Context: an optimization exercise on an open-source flow, tuned for small area and few clock cycles. The choices shown serve that exercise and are no tape-out recipe.
The RTL was checked by simulation tests, not by an equivalence proof against the original design.
Power is estimated from default activity; no workload was simulated.

==> flow/design.v (excerpt) <==
module data_memory_ctrl #(
  parameter int unsigned DATA_W = 32,
  parameter int unsigned ADDR_W = 8,
  parameter int unsigned DEPTH  = 64
) (
  input  logic                clk,
  input  logic                reset,
  input  logic                req,
  input  logic                we,
  input  logic [ADDR_W-1:0]   address,
  input  logic [DATA_W-1:0]   data,
  input  logic [DATA_W/8-1:0] byte_en,
  input  logic                clear_req,
  output logic                ready,
  output logic [DATA_W-1:0]   data_out,
  output logic                rvalid,
  output logic                err,
  output logic                busy
);
  localparam int unsigned LANES = DATA_W / 8;
  localparam int unsigned IDX_W = (DEPTH > 1) ? $clog2(DEPTH) : 1;
  logic               sweep_q;
  logic               phase;
  logic               ready_c;
  logic               accept;
  logic               in_range;
  logic               wr;
  logic [7:0]         idx_lo_q;
  logic [7:0]         idx_hi_q;
  logic               phx_q;
  logic [DATA_W-1:0]  wbit_q;
  logic [LANES-1:0]   lane_q;
  logic               rd_q;
  logic               rvalid1_q;
  logic               err1_q;
  logic [DEPTH-1:0]   hit;
  logic [DEPTH-1:0]   rsel;
  logic [DATA_W-1:0]  mem [DEPTH];
  logic [DATA_W-1:0]  mem_nx [DEPTH];
  logic [DEPTH-1:0]   wsel_n;
  logic [LANES-1:0]   lane_n;
  logic [LANES-1:0]   lwr [DEPTH];
  logic [DATA_W-1:0]  wbit;
  logic [DATA_W-1:0]  rword;
  logic [DATA_W-1:0]  data_out_q;
  logic               rvalid_q;
  logic               err_q;
  assign in_range = ({1'b0, address} < (ADDR_W + 1)'(DEPTH));
  assign ready_c  = ~reset & ~sweep_q;
  assign accept   = req & ready_c;
  assign wr       = accept & we & in_range;
  always_ff @(posedge clk or posedge reset) begin
    if (reset) begin
      sweep_q   <= 1'b1;
      phase     <= 1'b0;
      lane_q    <= '0;
      rd_q      <= 1'b0;
      rvalid1_q <= 1'b0;
      err1_q    <= 1'b0;
  ...
For scale: about 5800 cells after synthesis, roughly 2100 flip-flops, about 85 I/O pins, about 0.067 mm2 of cells after synthesis.
==> module data_memory_ctrl, before the edit <==
module data_memory_ctrl #(
  parameter int unsigned DATA_W = 32,
  parameter int unsigned ADDR_W = 8,
  parameter int unsigned DEPTH  = 64
) (
  input  logic                clk,
  input  logic                reset,
  input  logic                req,
  input  logic                we,
  input  logic [ADDR_W-1:0]   address,
  input  logic [DATA_W-1:0]   data,
  input  logic [DATA_W/8-1:0] byte_en,
  input  logic                clear_req,
  output logic                ready,
  output logic [DATA_W-1:0]   data_out,
  output logic                rvalid,
  output logic                err,
  output logic                busy
);
  localparam int unsigned LANES = DATA_W / 8;
  localparam int unsigned IDX_W = (DEPTH > 1) ? $clog2(DEPTH) : 1;
  logic               sweep_q;
  logic               phase;
  logic               ready_c;
  logic               accept;
  logic               in_range;
  logic               wr;
  logic [7:0]         idx_lo_q;
  logic [7:0]         idx_hi_q;
  logic               phx_q;
  logic [DATA_W-1:0]  wbit_q;
  logic [LANES-1:0]   lane_q;
  logic               rd_q;
  logic               rvalid1_q;
  logic               err1_q;
  logic [DEPTH-1:0]   hit;
  logic [DEPTH-1:0]   rsel;
  logic [DATA_W-1:0]  mem [DEPTH];
  logic [DATA_W-1:0]  mem_nx [DEPTH];
  logic [DEPTH-1:0]   wsel_n;
  logic [LANES-1:0]   lane_n;
  logic [LANES-1:0]   lwr [DEPTH];
  logic [DATA_W-1:0]  wbit;
  logic [DATA_W-1:0]  rword;
  logic [DATA_W-1:0]  data_out_q;
  logic               rvalid_q;
  logic               err_q;
  assign in_range = ({1'b0, address} < (ADDR_W + 1)'(DEPTH));
  assign ready_c  = ~reset & ~sweep_q;
  assign accept   = req & ready_c;
  assign wr       = accept & we & in_range;
  always_ff @(posedge clk or posedge reset) begin
    if (reset) begin
      sweep_q   <= 1'b1;
      phase     <= 1'b0;
      lane_q    <= '0;
      rd_q      <= 1'b0;
      rvalid1_q <= 1'b0;
      err1_q    <= 1'b0;
      rvalid_q  <= 1'b0;
      err_q     <= 1'b0;
    end else begin
      sweep_q   <= clear_req & ready_c;
      phase     <= ~phase;
      lane_q    <= wr ? byte_en : '0;
      rd_q      <= accept & ~we & in_range;
      rvalid1_q <= accept & ~we;
      err1_q    <= accept & ~in_range;
      rvalid_q  <= rvalid1_q;
      err_q     <= err1_q;
    end
  end
  always_ff @(posedge clk) begin
    for (int unsigned j = 0; j < 8; j++) begin
      idx_lo_q[j] <= (address[2:0] == 3'(j));
      idx_hi_q[j] <= (address[5:3] == 3'(j)) & accept & in_range;
    end
    for (int unsigned b = 0; b < DATA_W; b++)
      wbit_q[b] <= (wr & byte_en[b/8]) ? (data[b] ^ ~phase) : 1'b1;
  end
  always_comb begin
    for (int unsigned w = 0; w < DEPTH; w++)
      hit[w] = idx_hi_q[w/8] & idx_lo_q[w%8];
    for (int unsigned b = 0; b < DATA_W; b++)
      wbit[b] = sweep_q ? phase : wbit_q[b];
    for (int unsigned i = 0; i < LANES; i++)
      lane_n[i] = ~(sweep_q | lane_q[i]);
    for (int unsigned w = 0; w < DEPTH; w++)
      wsel_n[w] = ~(sweep_q | hit[w]);
  end
  for (genvar w = 0; w < DEPTH; w++) begin : g_lwr
    for (genvar i = 0; i < LANES; i++) begin : g_i
      data_memory_ctrl_nor2 u_lwr (.a(wsel_n[w]), .b(lane_n[i]), .y(lwr[w][i]));
    end
  end
  for (genvar w = 0; w < DEPTH; w++) begin : g_w
    for (genvar b = 0; b < DATA_W; b++) begin : g_b
      data_memory_ctrl_nx u_nx (
        .wsel_n(wsel_n[w]), .wbit(wbit[b]), .lwr(lwr[w][b/8]), .q(mem[w][b]),
        .d(mem_nx[w][b])
      );
    end
  end
  always_ff @(posedge clk) begin
    for (int unsigned w = 0; w < DEPTH; w++)
      mem[w] <= mem_nx[w];
  end
  assign rsel = hit;
  for (genvar b = 0; b < DATA_W; b++) begin : g_rd
    logic [DEPTH-1:0] col;
    for (genvar w = 0; w < DEPTH; w++) begin : g_col
      assign col[w] = mem[w][b];
    end
    data_memory_ctrl_rd #(.N(DEPTH)) u_rd (.sel(rsel), .col(col), .o(rword[b]));
  end
  always_ff @(posedge clk) begin
    data_out_q <= rword;
  end
  always_ff @(posedge clk or posedge reset) begin
    if (reset) phx_q <= 1'b0;
    else       phx_q <= rd_q & phase;
  end
  assign ready    = ready_c;
  assign busy     = ~ready_c;
  assign data_out = data_out_q ^ {DATA_W{phx_q}};
  assign rvalid   = rvalid_q;
  assign err      = err_q;
endmodule
clock: 4.0 ns
lec_check: 0
cap_margin: 20
core_margin: 2
core_utilization: 40
slew_margin: 20
synth_hierarchical: 1
standard.sh (not shown) runs the stock make flow with config.mk's settings and CLKGATE_MAP_FILE= SYNTH_SCRIPT=/design/flow/synth_recipe.tcl, a recipe that flattens the netlist after the stock synthesis.
==> flow/flow/run.sh <==
#!/bin/bash
# Layout: the standard flow (standard.sh, unchanged synthesis), with the
# clock tree built from clkbuf_16 leaf buffers over clusters of up to 24
# sinks and without dummy loads, and the port buffers made with buf_1.
# The make output goes to flow_make.log here; ORFS keeps each step's log
# under orfs/logs.
set -uo pipefail
export CTS_ARGS="-sink_clustering_enable -repair_clock_nets -dont_use_dummy_load -buf_list sky130_fd_sc_hd__clkbuf_16 -sink_clustering_size 24 -sink_clustering_max_diameter 70"
export BUFFER_PORTS_ARGS="-buffer_cell sky130_fd_sc_hd__buf_1"
bash standard.sh finish > flow_make.log 2>&1
status=$?
tail -40 flow_make.log
exit $status
The baseline went through all stages and came out clean.
Testbench counts at the start, summed over its fixed seeds: cycles 24,053.
Then changed:
--- a/flow/design.v
+++ b/flow/design.v
@@ -28,8 +28,7 @@
   logic [7:0]         idx_lo_q;
   logic [7:0]         idx_hi_q;
   logic               phx_q;
-  logic [DATA_W-1:0]  wbit_q;
-  logic [LANES-1:0]   lane_q;
+  logic               sweep_nx;
   logic               rd_q;
   logic               rvalid1_q;
   logic               err1_q;
@@ -49,20 +48,21 @@
   assign ready_c  = ~reset & ~sweep_q;
   assign accept   = req & ready_c;
   assign wr       = accept & we & in_range;
+  assign sweep_nx = clear_req & ready_c;
   always_ff @(posedge clk or posedge reset) begin
     if (reset) begin
       sweep_q   <= 1'b1;
       phase     <= 1'b0;
-      lane_q    <= '0;
+      lane_n    <= '0;
       rd_q      <= 1'b0;
       rvalid1_q <= 1'b0;
       err1_q    <= 1'b0;
       rvalid_q  <= 1'b0;
       err_q     <= 1'b0;
     end else begin
-      sweep_q   <= clear_req & ready_c;
+      sweep_q   <= sweep_nx;
       phase     <= ~phase;
-      lane_q    <= wr ? byte_en : '0;
+      lane_n    <= ~({LANES{sweep_nx}} | (wr ? byte_en : '0));
       rd_q      <= accept & ~we & in_range;
       rvalid1_q <= accept & ~we;
       err1_q    <= accept & ~in_range;
@@ -75,16 +75,19 @@
       idx_lo_q[j] <= (address[2:0] == 3'(j));
       idx_hi_q[j] <= (address[5:3] == 3'(j)) & accept & in_range;
     end
-    for (int unsigned b = 0; b < DATA_W; b++)
-      wbit_q[b] <= (wr & byte_en[b/8]) ? (data[b] ^ ~phase) : 1'b1;
+  end
+  always_ff @(posedge clk or posedge reset) begin
+    if (reset) begin
+      wbit <= '0;
+    end else begin
+      for (int unsigned b = 0; b < DATA_W; b++)
+        wbit[b] <= sweep_nx ? ~phase
+                 : (wr & byte_en[b/8]) ? (data[b] ^ ~phase) : 1'b1;
+    end
   end
   always_comb begin
     for (int unsigned w = 0; w < DEPTH; w++)
       hit[w] = idx_hi_q[w/8] & idx_lo_q[w%8];
-    for (int unsigned b = 0; b < DATA_W; b++)
-      wbit[b] = sweep_q ? phase : wbit_q[b];
-    for (int unsigned i = 0; i < LANES; i++)
-      lane_n[i] = ~(sweep_q | lane_q[i]);
     for (int unsigned w = 0; w < DEPTH; w++)
       wsel_n[w] = ~(sweep_q | hit[w]);
   end
Outcome:
- count of clock-buffer cells in the layout falls by 3
- sequential power decreases by about 5%
- total power shrinks by 5.8%
- die area barely changes
- synthesized cell count is lower by 0.36%
- setup slack gets worse by 64 ps
Testbench counts after the change, summed over its fixed seeds: cycles 24,053.

[re-timing with driven ports]
In the flow no input, the clock included, has a driving cell. The finished layouts below were timed again as built, in two steps.
Step 1: set_driving_cell puts a clkbuf_16 on clk and a buf_2 on each other input, an assumption about the parent block.
Step 2 moves the port delays by t, midway between the first and last clock arrival at a register: inputs arrive t later, outputs are due t later. That takes back most of the time a late clock gives input paths.
Slacks: ideal / step 1 / step 2; pairs: ideal / step 1.
run | t (ns) | slack for setup (ns) | clock arrival spread, ns | slew at the worst register clock pin (ns) | worst data-port slew with drivers (ns)
the first run | 0.829 | 0.630 / 0.630 / 0.630 | 0.098 / 0.098 | 0.10 / 0.10 | 0.14
the second run | 0.817 | 0.566 / 0.485 / 0.716 | 0.128 / 0.128 | 0.10 / 0.10 | 0.18
After both steps every run listed still meets setup and hold.
